Context: an optimization exercise on an open-source flow, tuned for a short achievable clock period and few clock cycles per item. The choices shown serve that exercise and are no tape-out recipe. In this exercise RTL edits were held to simulation tests only and were not proved equivalent to the original. No driver is modelled on the clock port, so clocking that relies on it looks cheaper here than on a real chip.

==> module data_cache, before the edit <==
module data_cache (
   input  logic        clk,
   input  logic        reset,
   input  logic        MemWrite,
   input  logic        MemRead,
   input  logic [31:0] addr,
   input  logic [31:0] wdata,
   output logic [31:0] rdata,
   output logic        memstall,
   output logic        mem_req,
   output logic        mem_we,
   output logic [31:0] mem_addr,
   output logic [31:0] mem_wdata,
   input  logic [31:0] mem_rdata,
   input  logic        mem_ack
);
   logic        s_idle_q, s_ref_q, s_wr_q, s_ret_q;
   logic        ackret_q;   
   logic        mem_req_q;
   logic [1:0]  x_q;        
   logic        sh_q;       
   logic [31:0] rdata_q;
   logic [15:0] valid_q;
   logic [23:0] tag_mem  [16];
   logic [31:0] data_mem [16][4];
   logic [3:0]  idx;
   logic [1:0]  off;
   logic [23:0] tag;
   logic        hit;
   logic [15:0] idx_oh;     
   logic [3:0]  off_oh;     
   logic [31:0] rd_word;
   logic        wr_go;
   logic [1:0]  woff;
   logic [3:0]  woff_oh;
   logic [31:0] wr_val;
   logic [1:0]  unused_addr_lsbs;
   assign idx = addr[7:4];
   assign off = addr[3:2];
   assign tag = addr[31:8];
   dc_dec4 u_idx_dec (.a(idx), .y(idx_oh));
   dc_dec2 u_off_dec (.a(off), .y(off_oh));
   logic [15:0] tag_ne;     
   logic [15:0] line_nsel;  
   logic [15:0] line_hit;   
   logic [7:0]  hit_l1;
   logic [3:0]  hit_l2;
   logic [1:0]  hit_l3;
   for (genvar i = 0; i < 16; i++) begin : g_eq
      dc_ne24 u_ne (.a(tag_mem[i]), .b(tag), .ne(tag_ne[i]));
      dc_nand2 u_nsel (.a(idx_oh[i]), .b(valid_q[i]), .y(line_nsel[i]));
      dc_nor2 u_hit (.a(tag_ne[i]), .b(line_nsel[i]), .y(line_hit[i]));
   end
   for (genvar k = 0; k < 8; k++) begin : g_hit1
      dc_nor2 u (.a(line_hit[2*k]), .b(line_hit[2*k+1]), .y(hit_l1[k]));
   end
   for (genvar k = 0; k < 4; k++) begin : g_hit2
      dc_nand2 u (.a(hit_l1[2*k]), .b(hit_l1[2*k+1]), .y(hit_l2[k]));
   end
   for (genvar k = 0; k < 2; k++) begin : g_hit3
      dc_nor2 u (.a(hit_l2[2*k]), .b(hit_l2[2*k+1]), .y(hit_l3[k]));
   end
   dc_nand2 u_hit (.a(hit_l3[0]), .b(hit_l3[1]), .y(hit));
   for (genvar b = 0; b < 32; b++) begin : g_rd
      logic [15:0] lw;
      logic [15:0] p0, p1;
      logic [7:0]  q;
      logic [1:0]  r;
      for (genvar i = 0; i < 16; i++) begin : g_line
         dc_a22oi u_p0 (.a1(off_oh[0]), .a2(data_mem[i][0][b]), .b1(off_oh[1]), .b2(data_mem[i][1][b]), .y(p0[i]));
         dc_a22oi u_p1 (.a1(off_oh[2]), .a2(data_mem[i][2][b]), .b1(off_oh[3]), .b2(data_mem[i][3][b]), .y(p1[i]));
         dc_nand2 u_lw (.a(p0[i]), .b(p1[i]), .y(lw[i]));
      end
      for (genvar m = 0; m < 8; m++) begin : g_q
         dc_a22oi u_q (.a1(idx_oh[2*m]), .a2(lw[2*m]), .b1(idx_oh[2*m+1]), .b2(lw[2*m+1]), .y(q[m]));
      end
      dc_nand4 u_r0 (.a(q[0]), .b(q[1]), .c(q[2]), .d(q[3]), .y(r[0]));
      dc_nand4 u_r1 (.a(q[4]), .b(q[5]), .c(q[6]), .d(q[7]), .y(r[1]));
      dc_or2 u_rd (.a(r[0]), .b(r[1]), .y(rd_word[b]));
   end
   assign rdata     = rdata_q;
   assign memstall  = !(s_ret_q || (ackret_q && mem_ack));
   assign mem_req   = mem_req_q || (MemWrite && reset);
   assign mem_we    = MemWrite;
   logic [1:0] req_off;
   dc_xor2 u_req_off0 (.a(off[0]), .b(x_q[0]), .y(req_off[0]));
   dc_xor2 u_req_off1 (.a(off[1]), .b(x_q[1]), .y(req_off[1]));
   assign mem_addr  = {addr[31:4], req_off, 2'b00};
   assign mem_wdata = wdata;
   always_ff @(posedge clk or negedge reset) begin
      if (!reset) begin
         s_idle_q  <= 1'b1;
         s_ref_q   <= 1'b0;
         s_wr_q    <= 1'b0;
         s_ret_q   <= 1'b0;
         ackret_q  <= 1'b0;
         mem_req_q <= 1'b0;
         x_q       <= 2'd0;
         valid_q   <= '0;
      end else begin
         if (s_idle_q) begin
            if (MemWrite) begin
               s_idle_q  <= 1'b0;
               s_wr_q    <= 1'b1;
               ackret_q  <= 1'b1;
               mem_req_q <= 1'b1;
            end else if (MemRead) begin
               s_idle_q <= 1'b0;
               if (hit) begin
                  s_ret_q <= 1'b1;
               end else begin
                  s_ref_q   <= 1'b1;
                  mem_req_q <= 1'b1;
               end
            end
         end
         if (s_ref_q && x_q == 2'd0) valid_q[idx] <= 1'b0;
         if (s_ref_q && mem_ack) begin
            x_q      <= {x_q[0], ~x_q[1]};
            ackret_q <= (x_q == 2'd3);
            if (x_q == 2'd2) begin
               s_ref_q      <= 1'b0;
               s_idle_q     <= 1'b1;
               mem_req_q    <= 1'b0;
               valid_q[idx] <= 1'b1;
            end
         end
         if (s_wr_q && mem_ack) begin
            s_wr_q    <= 1'b0;
            s_idle_q  <= 1'b1;
            ackret_q  <= 1'b0;
            mem_req_q <= 1'b0;
         end
         if (s_ret_q) begin
            s_ret_q  <= 1'b0;
            s_idle_q <= 1'b1;
         end
      end
   end
   assign wr_go  = (s_ref_q && mem_ack) || sh_q;
   assign wr_val = s_wr_q ? wdata : mem_rdata;
   assign woff   = off ^ x_q;
   dc_dec2 u_woff_dec (.a(woff), .y(woff_oh));
   always_ff @(posedge clk) begin
      rdata_q <= rd_word;
      sh_q <= 1'b0;
      if (s_idle_q) sh_q <= MemWrite && hit;
      if (s_ref_q && x_q == 2'd0) tag_mem[idx] <= tag;
      for (int i = 0; i < 16; i++) begin
         for (int w = 0; w < 4; w++) begin
            if (wr_go && idx_oh[i] && woff_oh[w]) data_mem[i][w] <= wr_val;
         end
      end
   end
endmodule
clock: 6.5 ns
lec_check: 0
abc_clock_period_in_ps: 1500
cap_margin: 20
core_margin: 2
core_utilization: 70
setup_slack_margin: 3.5
slew_margin: 20
synth_hierarchical: 1
standard.sh (not shown) runs the stock make flow with config.mk's settings and CLKGATE_MAP_FILE= SYNTH_SCRIPT=/design/flow/synth_recipe.tcl, a recipe that flattens the netlist after the stock synthesis.
==> flow/flow/run.sh <==
#!/bin/bash
# Standard layout with two changes; synthesis is the standard one, unchanged.
#  - The delay cells are kept out of port buffering, placement, timing repair and
#    routing (the resizer otherwise picks them as port and fanout buffers).
#  - After the standard timing repair of the CTS and global-route steps, more repair
#    passes aim at tighter setup margins (post_cts.tcl, post_grt.tcl), and after the
#    global-route one the drivers on the worst paths are upsized greedily (sizer.tcl).
set -euo pipefail
bash standard.sh synth > synth.log 2>&1
flow=$(pwd)/flow
for step in FLOORPLAN GLOBAL_PLACE RESIZE DETAIL_PLACE DETAIL_ROUTE REPAIR_TIMING_POST_PLACE CTS GLOBAL_ROUTE; do
  export PRE_${step}_TCL=$flow/dont_use_dly.tcl
done
export POST_CTS_TCL=$flow/post_cts.tcl
export POST_GLOBAL_ROUTE_TCL=$flow/post_grt.tcl
bash standard.sh finish > layout.log 2>&1
Other scripts of this flow, unchanged in this note and not shown: flow/flow/dont_use_dly.tcl, flow/flow/post_cts.tcl, flow/flow/post_grt.tcl, flow/flow/sizer.tcl
Testbench counts at the start, summed over its fixed seeds: cycles 119,935, accesses 20,000.
Then changed:
--- a/flow/design.v
+++ b/flow/design.v
@@ -17,8 +17,10 @@
    logic        s_idle_q, s_ref_q, s_wr_q, s_ret_q;
    logic        ackret_q;   
    logic        mem_req_q;
    logic [1:0]  x_q;        
+   logic        rq_late_q;  
+   logic [1:0]  rq_off_q;   
    logic        sh_q;       
    logic [31:0] rdata_q;
    logic [15:0] valid_q;
    logic [23:0] tag_mem  [16];
@@ -78,14 +80,22 @@
       dc_nand4 u_r1 (.a(q[4]), .b(q[5]), .c(q[6]), .d(q[7]), .y(r[1]));
       dc_or2 u_rd (.a(r[0]), .b(r[1]), .y(rd_word[b]));
    end
    assign rdata     = rdata_q;
-   assign memstall  = !(s_ret_q || (ackret_q && mem_ack));
-   assign mem_req   = mem_req_q || (MemWrite && reset);
+   dc_a21oi u_memstall (.a1(ackret_q), .a2(mem_ack), .b1(s_ret_q), .y(memstall));
+   logic       st_n, req_n;
+   dc_nand2 u_st_n (.a(MemWrite), .b(reset), .y(st_n));
+   dc_inv u_req_n (.a(mem_req_q), .y(req_n));
+   dc_nand2 u_req (.a(st_n), .b(req_n), .y(mem_req));
    assign mem_we    = MemWrite;
-   logic [1:0] req_off;
-   dc_xor2 u_req_off0 (.a(off[0]), .b(x_q[0]), .y(req_off[0]));
-   dc_xor2 u_req_off1 (.a(off[1]), .b(x_q[1]), .y(req_off[1]));
+   logic [1:0] req_off, rq_pass_n, rq_or_n;
+   logic       rq_pass;
+   dc_inv u_rq_pass (.a(rq_late_q), .y(rq_pass));
+   for (genvar k = 0; k < 2; k++) begin : g_req_off
+      dc_nand2 u_pass (.a(off[k]), .b(rq_pass), .y(rq_pass_n[k]));
+      dc_inv u_or_n (.a(rq_off_q[k]), .y(rq_or_n[k]));
+      dc_nand2 u_off (.a(rq_pass_n[k]), .b(rq_or_n[k]), .y(req_off[k]));
+   end
    assign mem_addr  = {addr[31:4], req_off, 2'b00};
    assign mem_wdata = wdata;
    always_ff @(posedge clk or negedge reset) begin
       if (!reset) begin
@@ -95,8 +105,10 @@
          s_ret_q   <= 1'b0;
          ackret_q  <= 1'b0;
          mem_req_q <= 1'b0;
          x_q       <= 2'd0;
+         rq_late_q <= 1'b0;
+         rq_off_q  <= 2'd0;
          valid_q   <= '0;
       end else begin
          if (s_idle_q) begin
             if (MemWrite) begin
@@ -116,8 +128,10 @@
          end
          if (s_ref_q && x_q == 2'd0) valid_q[idx] <= 1'b0;
          if (s_ref_q && mem_ack) begin
             x_q      <= {x_q[0], ~x_q[1]};
+            rq_late_q <= (x_q != 2'd2);
+            rq_off_q  <= (x_q != 2'd2) ? off ^ {x_q[0], ~x_q[1]} : 2'd0;
             ackret_q <= (x_q == 2'd3);
             if (x_q == 2'd2) begin
                s_ref_q      <= 1'b0;
                s_idle_q     <= 1'b1;
@@ -191,8 +205,14 @@
 endmodule
 module dc_xnor2 (input logic a, input logic b, output logic y);
    assign y = ~(a ^ b);
 endmodule
+module dc_a21oi (input logic a1, input logic a2, input logic b1, output logic y);
+   assign y = ~((a1 & a2) | b1);
+endmodule
+module dc_inv (input logic a, output logic y);
+   assign y = ~a;
+endmodule
 module dc_xor2 (input logic a, input logic b, output logic y);
    assign y = a ^ b;
 endmodule
 module dc_nand2 (input logic a, input logic b, output logic y);
Via count is lower by 2.0%.
Register-to-register slack is about the same.
Critical path depth stays the same.
Routed wire length is lower by 3.9%.
Final area is lower by 0.46%.
Clock skew is higher by 0.0035 ns.
Flip-flop and latch count is higher by 3.
Utilization is lower by 0.37 points.
Testbench counts after the change, summed over its fixed seeds: cycles 119,935, accesses 20,000.

static timing again, ports no longer ideal:
In the flow no input, the clock included, has a driving cell. The finished layouts below were timed again as built, in two steps.
Step 1, drivers: a clkbuf_16 drives clk and a buf_2 each remaining input, both assumed.
Step 2 also shifts input and output timing later by t, the mid clock arrival at the registers, as if the neighbouring blocks saw the same clock.
Three values: ideal, step 1, step 2; two values: the first two.
run | t (ns) | slack for setup (ns) | worst register clock-pin slew, ns
the first run | 0.941 | 3.495 / 3.416 / 2.512 | 0.07 / 0.07
the second run | 0.938 | 3.538 / 3.432 / 2.604 | 0.07 / 0.07
After both steps every run listed still meets setup and hold. The setup slack of the first run, which loses most, moves by -0.079 ns with the drivers and by -0.983 ns with both steps.
